Context: an optimization exercise on an open-source flow, tuned for small area, a short achievable clock period and few clock cycles per item. The choices shown serve that exercise and are no tape-out recipe.
Only the layout flow was run in this run; the RTL was not checked for function there.

`design.v`:
```
`timescale 1ns/10ps
`default_nettype none
module pe_cell (
    input  wire                             clk,
    input  wire                             clr,       
    input  wire        [8-1:0]    a_in,
    input  wire        [8-1:0]    b_in,
    output logic       [23-1:0]     acc
);
    wire [8:0] bx = {b_in[7], b_in};
    wire t0 = a_in[0] ^ 1'b0;
    wire t1 = (a_in[1] & ~a_in[0] & ~1'b0) | (~a_in[1] & a_in[0] & 1'b0);
    wire t2 = ((t0 & bx[0]) | (t1 & 1'b0)) ^ a_in[1];
    wire t3 = ((t0 & bx[1]) | (t1 & bx[0])) ^ a_in[1];
    wire t4 = ((t0 & bx[2]) | (t1 & bx[1])) ^ a_in[1];
    wire t5 = ((t0 & bx[3]) | (t1 & bx[2])) ^ a_in[1];
    wire t6 = ((t0 & bx[4]) | (t1 & bx[3])) ^ a_in[1];
    wire t7 = ((t0 & bx[5]) | (t1 & bx[4])) ^ a_in[1];
    wire t8 = ((t0 & bx[6]) | (t1 & bx[5])) ^ a_in[1];
    wire t9 = ((t0 & bx[7]) | (t1 & bx[6])) ^ a_in[1];
    wire t10 = ~(((t0 & bx[8]) | (t1 & bx[7])) ^ a_in[1]);
    wire t11 = a_in[2] ^ a_in[1];
    wire t12 = (a_in[3] & ~a_in[2] & ~a_in[1]) | (~a_in[3] & a_in[2] & a_in[1]);
    wire t13 = ((t11 & bx[0]) | (t12 & 1'b0)) ^ a_in[3];
    wire t14 = ((t11 & bx[1]) | (t12 & bx[0])) ^ a_in[3];
    wire t15 = ((t11 & bx[2]) | (t12 & bx[1])) ^ a_in[3];
    wire t16 = ((t11 & bx[3]) | (t12 & bx[2])) ^ a_in[3];
    wire t17 = ((t11 & bx[4]) | (t12 & bx[3])) ^ a_in[3];
    wire t18 = ((t11 & bx[5]) | (t12 & bx[4])) ^ a_in[3];
    wire t19 = ((t11 & bx[6]) | (t12 & bx[5])) ^ a_in[3];
    wire t20 = ((t11 & bx[7]) | (t12 & bx[6])) ^ a_in[3];
    wire t21 = ~(((t11 & bx[8]) | (t12 & bx[7])) ^ a_in[3]);
    wire t22 = a_in[4] ^ a_in[3];
    wire t23 = (a_in[5] & ~a_in[4] & ~a_in[3]) | (~a_in[5] & a_in[4] & a_in[3]);
    wire t24 = ((t22 & bx[0]) | (t23 & 1'b0)) ^ a_in[5];
    wire t25 = ((t22 & bx[1]) | (t23 & bx[0])) ^ a_in[5];
    wire t26 = ((t22 & bx[2]) | (t23 & bx[1])) ^ a_in[5];
    wire t27 = ((t22 & bx[3]) | (t23 & bx[2])) ^ a_in[5];
    wire t28 = ((t22 & bx[4]) | (t23 & bx[3])) ^ a_in[5];
    wire t29 = ((t22 & bx[5]) | (t23 & bx[4])) ^ a_in[5];
    wire t30 = ((t22 & bx[6]) | (t23 & bx[5])) ^ a_in[5];
    wire t31 = ((t22 & bx[7]) | (t23 & bx[6])) ^ a_in[5];
    wire t32 = ~(((t22 & bx[8]) | (t23 & bx[7])) ^ a_in[5]);
    wire t33 = a_in[6] ^ a_in[5];
    wire t34 = (a_in[7] & ~a_in[6] & ~a_in[5]) | (~a_in[7] & a_in[6] & a_in[5]);
    wire t35 = ((t33 & bx[0]) | (t34 & 1'b0)) ^ a_in[7];
    wire t36 = ((t33 & bx[1]) | (t34 & bx[0])) ^ a_in[7];
    wire t37 = ((t33 & bx[2]) | (t34 & bx[1])) ^ a_in[7];
    wire t38 = ((t33 & bx[3]) | (t34 & bx[2])) ^ a_in[7];
    wire t39 = ((t33 & bx[4]) | (t34 & bx[3])) ^ a_in[7];
    wire t40 = ((t33 & bx[5]) | (t34 & bx[4])) ^ a_in[7];
    wire t41 = ((t33 & bx[6]) | (t34 & bx[5])) ^ a_in[7];
    wire t42 = ((t33 & bx[7]) | (t34 & bx[6])) ^ a_in[7];
    wire t43 = ~(((t33 & bx[8]) | (t34 & bx[7])) ^ a_in[7]);
    wire t44 = t8 ^ t17;
    wire t45 = t8 & t17;
    wire t46 = t9 ^ t18;
    wire t47 = t9 & t18;
    wire t48 = t10 ^ t19 ^ t28;
    wire t49 = (t10 & t19) | (t10 & t28) | (t19 & t28);
    wire t50 = t20 ^ t29;
    wire t51 = t20 & t29;
    wire t52 = t6 ^ t15;
    wire t53 = t6 & t15;
    wire t54 = t7 ^ t16;
    wire t55 = t7 & t16;
    wire t56 = t44 ^ t26 ^ t35;
    wire t57 = (t44 & t26) | (t44 & t35) | (t26 & t35);
    wire t58 = t45 ^ t46 ^ t27;
    wire t59 = (t45 & t46) | (t45 & t27) | (t46 & t27);
    wire t60 = t47 ^ t48 ^ t37;
    wire t61 = (t47 & t48) | (t47 & t37) | (t48 & t37);
    wire t62 = t49 ^ t50 ^ t38;
    wire t63 = (t49 & t50) | (t49 & t38) | (t50 & t38);
    wire t64 = t51 ^ t21 ^ t30;
    wire t65 = (t51 & t21) | (t51 & t30) | (t21 & t30);
    wire t66 = t31 ^ t40;
    wire t67 = t31 & t40;
    wire t68 = t4 ^ t13;
    wire t69 = t4 & t13;
    wire t70 = t5 ^ t14;
    wire t71 = t5 & t14;
    wire t72 = t52 ^ t24 ^ a_in[5];
    wire t73 = (t52 & t24) | (t52 & a_in[5]) | (t24 & a_in[5]);
    wire t74 = t53 ^ t54 ^ t25;
    wire t75 = (t53 & t54) | (t53 & t25) | (t54 & t25);
    wire t76 = t55 ^ t56 ^ a_in[7];
    wire t77 = (t55 & t56) | (t55 & a_in[7]) | (t56 & a_in[7]);
    wire t78 = t57 ^ t58 ^ t36;
    wire t79 = (t57 & t58) | (t57 & t36) | (t58 & t36);
    wire t80 = t59 ^ t60 ^ 1'b1;
    wire t81 = (t59 & t60) | (t59 & 1'b1) | (t60 & 1'b1);
    wire t82 = t61 ^ t62 ^ 1'b1;
    wire t83 = (t61 & t62) | (t61 & 1'b1) | (t62 & 1'b1);
    wire t84 = t63 ^ t64 ^ t39;
    wire t85 = (t63 & t64) | (t63 & t39) | (t64 & t39);
    wire t86 = t65 ^ t66 ^ 1'b1;
    wire t87 = (t65 & t66) | (t65 & 1'b1) | (t66 & 1'b1);
    wire t88 = t67 ^ t32 ^ t41;
    wire t89 = (t67 & t32) | (t67 & t41) | (t32 & t41);
    wire t90 = t42 ^ 1'b1;
    wire t91 = t42 & 1'b1;
    wire [15:0] r0 = {1'b0, t91, t89, t87, t85, t83, t81, t79, t77, t75, t73, t71, t69, t68, t3, t2};
    wire [15:0] r1 = {1'b0, t43, t90, t88, t86, t84, t82, t80, t78, t76, t74, t72, t70, a_in[3], 1'b0, a_in[1]};
    logic [15:0] s_q, c_q;
    always_ff @(posedge clk) begin
        s_q <= r0;
        c_q <= r1;
    end
    wire [22:0] x  = {{8{~s_q[15]}}, s_q[14:0]};
    wire [22:0] y  = {7'd0, c_q};
    wire [22:0] hs = acc ^ x ^ y;
    wire [22:0] hc = (acc & x) | (acc & y) | (x & y);
    wire [22:0] nx = hs + {hc[21:0], 1'b0};
    always_ff @(posedge clk) begin
        acc <= clr ? 23'd0 : nx;
    end
endmodule
`default_nettype wire
`timescale 1ns/10ps
`default_nettype none
module systolic_grid (
    input  wire                                 clk,
    input  wire                                 clr,
    input  wire [4*8-1:0]        a_q,
    input  wire [4*8-1:0]        b_q,
    output wire [4*4*23-1:0]  sums       
);
    localparam int N = 4;
    localparam int W = 8;
    localparam int S = 23;
    for (genvar i = 0; i < N; i++) begin : g_row
        for (genvar j = 0; j < N; j++) begin : g_col
            pe_cell pe_i (
                .clk  (clk),
                .clr  (clr),
                .a_in (a_q[i*W +: W]),
                .b_in (b_q[j*W +: W]),
                .acc  (sums[(i*N+j)*S +: S])
            );
        end
    end
endmodule
`default_nettype wire
`timescale 1ns/10ps
`default_nettype none
module operand_skew (
    input  wire                            clk,
    input  wire                            rst_n,
    input  wire                            step,
    input  wire                            last,
    input  wire [4*8-1:0]   a_vec,
    input  wire [4*8-1:0]   b_vec,
    output logic [4*8-1:0]  a_q,
    output logic [4*8-1:0]  b_q,
    output logic                           last_q
);
    always_ff @(posedge clk) begin
        a_q <= step ? a_vec : '0;
        b_q <= b_vec;
    end
    always_ff @(posedge clk or negedge rst_n) begin
        if (!rst_n) begin
            last_q  <= 1'b0;
        end else begin
            last_q  <= step && last;
        end
    end
endmodule
`default_nettype wire
`timescale 1ns/10ps
`default_nettype none
module mmu_sequencer (
    input  wire                   clk,
    input  wire                   rst_n,
    input  wire                   start,
    input  wire [8-1:0] k_len,
    input  wire                   in_valid,
    output wire                   step,        
    output wire                   last,        
    output wire                   skip,        
    output logic                  busy
);
    logic                   skip_q;      
    logic [8-1:0] rem_q;       
    wire accept = start && !busy;
    assign step  = in_valid && busy && !skip_q;
    assign skip  = skip_q;
    assign last  = (rem_q == 8'(1));
    always_ff @(posedge clk or negedge rst_n) begin
        if (!rst_n) begin
            busy   <= 1'b0;
            skip_q <= 1'b0;
        end else begin
            skip_q <= accept;
            if (accept)
                busy <= 1'b1;
            else if (step && last)
                busy <= 1'b0;
        end
    end
    always_ff @(posedge clk) begin
        if (accept)
            rem_q <= k_len;
        else if (step)
            rem_q <= rem_q - 1'b1;
    end
endmodule
`default_nettype wire
`timescale 1ns/10ps
`default_nettype none
module result_buffer (
    input  wire                                 clk,
    input  wire                                 rst_n,
    input  wire                                 save,
    input  wire [4*4*23-1:0]  sums,
    input  wire                                 rd_en,
    input  wire [2-1:0]                rd_row,
    output logic                                rd_valid,
    output logic [4*24-1:0]        rd_data
);
    localparam int N  = 4;
    localparam int S  = 23;
    localparam int A  = 24;
    localparam int RW = N*S;
    logic [N*RW-1:0] grid_q;      
    logic            have_q;      
    logic [RW-1:0]   row_q;       
    always_ff @(posedge clk) begin
        if (save)
            grid_q <= sums;
    end
    always_ff @(posedge clk or negedge rst_n) begin
        if (!rst_n) begin
            have_q   <= 1'b0;
            rd_valid <= 1'b0;
        end else begin
            have_q   <= have_q || save;
            rd_valid <= rd_en;
        end
    end
    always_ff @(posedge clk) begin
        row_q <= have_q ? grid_q[rd_row*RW +: RW] : '0;
    end
    for (genvar j = 0; j < N; j++) begin : g_col
        assign rd_data[j*A +: A] = {{(A-S){row_q[j*S+S-1]}}, row_q[j*S +: S]};
    end
endmodule
`default_nettype wire
`timescale 1ns/10ps
`default_nettype none
module mmu_top (
    input  wire                        clk,
    input  wire                        rst_n,
    input  wire                        start,
    input  wire [8-1:0]      k_len,
    input  wire                        in_valid,
    input  wire [4*8-1:0] a_vec,
    input  wire [4*8-1:0] b_vec,
    input  wire                        rd_en,
    input  wire [2-1:0]       rd_row,
    output wire                        busy,
    output wire                        done,
    output wire                        rd_valid,
    output wire [4*24-1:0]  rd_data
);
    wire                               step, last, skip;
    wire [4*8-1:0]      a_q, b_q;
    wire                               last_q;
    wire [4*4*23-1:0] sums;
    mmu_sequencer seq_i (
        .clk      (clk),
        .rst_n    (rst_n),
        .start    (start),
        .k_len    (k_len),
        .in_valid (in_valid),
        .step     (step),
        .last     (last),
        .skip     (skip),
        .busy     (busy)
    );
    logic [1+1:0] last_sr;
    always_ff @(posedge clk or negedge rst_n) begin
        if (!rst_n)
            last_sr <= '0;
        else
            last_sr <= (last_sr << 1) | (1+2)'(last_q);
    end
    wire save = last_sr[1];
    assign done = last_sr[1+1];
    logic [1:0] clr_sr;
    always_ff @(posedge clk or negedge rst_n) begin
        if (!rst_n)
            clr_sr <= '0;
        else
            clr_sr <= (clr_sr << 1) | (1+1)'(skip);
    end
    wire clr = clr_sr[1];
    operand_skew in_i (
        .clk     (clk),
        .rst_n   (rst_n),
        .step    (step),
        .last    (last),
        .a_vec   (a_vec),
        .b_vec   (b_vec),
        .a_q     (a_q),
        .b_q     (b_q),
        .last_q  (last_q)
    );
    systolic_grid grid_i (
        .clk  (clk),
        .clr  (clr),
        .a_q  (a_q),
        .b_q  (b_q),
        .sums (sums)
    );
    result_buffer rbuf_i (
        .clk      (clk),
        .rst_n    (rst_n),
        .save     (save),
        .sums     (sums),
        .rd_en    (rd_en),
        .rd_row   (rd_row),
        .rd_valid (rd_valid),
        .rd_data  (rd_data)
    );
endmodule
`default_nettype wire
```
`run.sh`:
```
#!/bin/bash
# synth_recipe.tcl (not shown) runs the flow's synth.tcl, then flattens the netlist and writes it again
# the make line also repeats each setting of config.mk as NAME=value (left out here)
make -C /OpenROAD-flow-scripts/flow DESIGN_CONFIG=/design/flow/config.mk WORK_HOME=/design/flow/orfs CLKGATE_MAP_FILE= SYNTH_SCRIPT=/design/flow/synth_recipe.tcl finish
```
`config.mk`:
```
export PLATFORM = sky130hd
export DESIGN_NAME = mmu_top
export DESIGN_NICKNAME = mmu_top
export VERILOG_FILES = /design/flow/design.v
export SDC_FILE = /design/flow/constraint.sdc
export NUM_CORES = 4
export LEC_CHECK = 0
export ABC_CLOCK_PERIOD_IN_PS = 2500
export CAP_MARGIN = 20
export CORE_MARGIN = 2
export CORE_UTILIZATION = 45
export PLACE_DENSITY = 0.6
export SETUP_SLACK_MARGIN = 3.5
export SLEW_MARGIN = 20
```
`constraint.sdc`:
```
create_clock -name core_clock -period 6.5 [get_ports {clk}]
set_input_delay 1.3000 -clock core_clock [delete_from_list [all_inputs] [get_ports {clk}]]
set_output_delay 1.3000 -clock core_clock [all_outputs]
set_load 0.01 [all_outputs]
```
==> summary.txt <==
-- sequential cells by signal (all words and copies together), names as in the netlist, 3 cells and up --
signal / cells
rbuf_i.grid_q: 368
in_i.b_q: 32
grid_i.g_row.g_col.pe_i.c_q: 200
rbuf_i.row_q: 92
last_sr: 3
grid_i.g_row.g_col.pe_i.s_q: 240
seq_i.rem_q: 8
grid_i.g_row.g_col.pe_i.acc: 368
in_i.a_q: 32
-- cell usage after synthesis (all sizes together) (52+ instances only) --
master  count  area share, %
mux4       92            2.6
edfxtp    376             14
a21o      175            1.6
and2      163            1.3
o21ai     428            2.7
o21a       52           0.49
nor2b      82           0.64
a22oi      81           0.78
dfxtp     964             24
o22ai      63           0.49
fa        416             10
a211oi    307            2.9
nor2      958            4.5
nand2     452            2.1
clkbuf    498            2.3
a21oi     445            2.8
xnor2     231            2.5
inv       669            3.1
xor2      229            2.5
nand3      81           0.51
ha        530            8.3
nor3       77           0.48
buf       114           0.57
maj3       54           0.67
a221oi    199            2.2
-- repair_timing --
action | 4_1_cts | 5_1_grt
resized for setup | 554 | 380
hold endpoints to repair | 0 | 0
gates cloned | 11 | 26
setup endpoints to repair | 588 | 273
pin swaps | 166 | 221
setup buffers | 244 | 130
-- through the flow --
step,cells,utilization (%)
floorplan,8257,-
global placement,10280,47.40
detailed placement,10280,47.43
CTS,10820,52.73
global route,10980,54.66
finish,10990,54.68
-- per-layer routing --
layer,part of all wire (%),vias up,track usage [%]
met1,40,31610,37.56
met3,9.9,802,6.699
met2,44,3148,44.06
li1,-,29180,-
met4,6.1,26,14.18
met5,0.12,-,0
-- cells by family (layout without fill, tap and decap cells) --
family                   after synthesis  count (layout)  share of synthesized area, %
flip-flops                          1350            1350                         38.45
adder cells (fa/ha/maj)             1000            1000                         19.33
AO/OA/AOI/OAI                       2006            2006                         16.60
buffers and inverters               1282            1659                         6.041
other                                  0              13                             0
XOR/XNOR                             460             460                         5.024
multiplexers                         152             152                         3.396
AND/OR/NAND/NOR                     2007            2013                         11.15
-- worst max-delay path by stage --
stage / cells past startpoint / slack, ps / start / endpoint
global placement: 9 / 2160 / in_i.a_q[19] / grid_i.g_row[2].g_col[3].pe_i.c_q[8]
detailed placement: 10 / 2370 / in_i.a_q[11] / grid_i.g_row[1].g_col[3].pe_i.c_q[10]
floorplan: 0 / 3270 / last_sr[1] / rbuf_i.grid_q[0]
global route: 17 / 3160 / grid_i.g_row[2].g_col[3].pe_i.c_q[0] / grid_i.g_row[2].g_col[1].pe_i.acc[21]
finish: 15 / 3280 / grid_i.g_row[2].g_col[3].pe_i.c_q[0] / grid_i.g_row[2].g_col[3].pe_i.acc[15]
CTS: 15 / 3330 / grid_i.g_row[2].g_col[3].pe_i.c_q[0] / grid_i.g_row[2].g_col[3].pe_i.acc[17]
-- cell type report --
type	count	area, sq um	area share (%)
Multi-Input combinational cell	5631	47190	48.85
Timing Repair Buffer	698	7435	7.696
Tap cell	2340	2928	3.031
Timing Repair inverter	2	15.01	0.01554
Inverter	670	2601	2.693
Clock inverter	74	875.8	0.9066
Antenna cell	13	32.53	0.03367
Clock buffer	215	4494	4.652
Sequential cell	1350	31040	32.13
==> flow_metrics.env <==
export IMPL_status="timing/DRC/antenna clean"
export IMPL_worstHoldStart="in_i.last_q"
export IMPL_netlist_area_sq_um=80200
export IMPL_gr_total_overflow=0
export IMPL_dieArea_sq_um=181600
export IMPL_syn_num_nets=9282
export IMPL_synth_seq_cells=1350
export IMPL_fin_crit_sh_pct=49.59
export IMPL_synth_edff_count=376
export IMPL_slew_headroom_pct=16.29
export IMPL_htreeDepth=4
export IMPL_critPathRequiredTime_ps=7190
export IMPL_holdPathStages=0
export IMPL_postCtsHoldBufs=0
export IMPL_vias_per_cell=5.891
export IMPL_cts_sinks=1350
export IMPL_start_kind="flip-flop"
export IMPL_syn_area_per_cell_sq_um=9.713
export IMPL_drive_gt1_share_pct=17.09
export IMPL_fmax_ghz=0.3103
export IMPL_gp_congestion=0.9176
export IMPL_insertion_delay_ps=840
export IMPL_synth_main_ff_cell="dfxtp_1"
export IMPL_critical_path_arrival_ps=3910
export IMPL_rows=154
export IMPL_first_global_vias=60780
export IMPL_fp_dieH_um=426.2
export IMPL_cts_root_buf="clkbuf_16"
export IMPL_ys_seq_area_share_pct=38.45
export IMPL_async_flop_share_pct=0.7407
export IMPL_crit_fanout=3
export IMPL_wl_per_cell_um=25.05
export IMPL_port_buffers=177
export IMPL_cts_buffer_depth=3
export IMPL_drc=0
export IMPL_cts_tree="built"
export IMPL_slowest_delay_ps=390
export IMPL_initial_core_util_pct=45.39
export IMPL_rrSetupSlack_ps=3280
export IMPL_setup_worst_path_end_class="flip-flop"
export IMPL_track_usage_pct=28.56
export IMPL_critPathSlowestCell="fa_2"
export IMPL_setup_viol=0
export IMPL_clk_pin_slew_ps=60
export IMPL_vias=64760
export IMPL_synthCells=8257
export IMPL_firstDrtPassIters=7
export IMPL_hold_viol_final=0
export IMPL_fin_crit_ps=3223
export IMPL_post_dp_cell_area_sq_um=83800
export IMPL_postRouteWirelength_mm=275.4
export IMPL_hold_class="reg2reg"
export IMPL_r2r_start="grid_i.g_row[2].g_col[3].pe_i.c_q[0]"
export IMPL_cp_top_family="compound AO/OA/AOI/OAI gates"
export IMPL_path_buf_inv=4
export IMPL_final_common_cell="nor2_1"
export IMPL_grt_start_max_net_pins=149
export IMPL_hold_end="last_sr[0]"
export IMPL_dp_hpwl_mm=177.7
export IMPL_worst_pin_slew_ps=1242
export IMPL_synth_warnings=5
export IMPL_stdcell_area_sq_um=96610
export IMPL_core_sq_um=176700
export IMPL_rsz0062_at_grt="true"
export IMPL_r2r_end="grid_i.g_row[2].g_col[3].pe_i.acc[15]"
export IMPL_maxCapViolCount=0
export IMPL_final_cell_mix="938 x nor2_1, 889 x dfxtp_1, 621 x inv_1"
export IMPL_finClkSkew_ps=32.59
export IMPL_final_max_slew_viol_count=0
export IMPL_io_pins=178
export IMPL_holdWs_ps=349.7
export IMPL_route_antenna_remaining_nets=0
export IMPL_crit_type="reg2reg"
export IMPL_setup_tns_ps=0
export IMPL_dr_first_iter_drc_count=7048
export IMPL_synth_cell_types=100
export IMPL_fp_dieW_um=426.2
export IMPL_area_growth_pct=20.46
export IMPL_path_cells="clkinvlp_4, buf_6, buf_12, fa_2, inv_2, ha_4, fa_2, a21o_1, a211o_1, a211oi_4, o21bai_2, a211o_1, a21oi_2, xor2_1, nor2_1"
export IMPL_dp_slack_ps=2372
export IMPL_nets=9533
export IMPL_antenna_found_initial=26
export IMPL_numCtsBuffers=155
export IMPL_ff2ff_path_depth=15
export IMPL_setup_ws_ps=3277
export IMPL_fillers=15220
export IMPL_grt_pass1_wl_mm=387.2

==> static timing again, ports no longer ideal <==
How much do the figures lean on ideal ports? The routed layout below was timed once more, with nothing changed but the port constraints.
Step 1 sets driving cells, clkbuf_16 on the clock port and buf_2 on the other inputs (assumed; they add their load-dependent delay and slew).
Step 2 also shifts input and output timing later by t, the mid clock arrival at the registers, as if the neighbouring blocks saw the same clock.
Slacks: ideal ports / drivers / drivers and shift; pairs: ideal ports / drivers.
t (ns): 0.910
slack for setup (ns): 3.277 / 3.277 / 2.903
slew at the worst register clock pin (ns): 0.07 / 0.07
worst slew at a driven data input, ns: 0.09
After both steps this run still meets setup and hold. For this run, drivers alone change the setup slack by 0.000 ns; drivers and shift together by -0.374 ns.
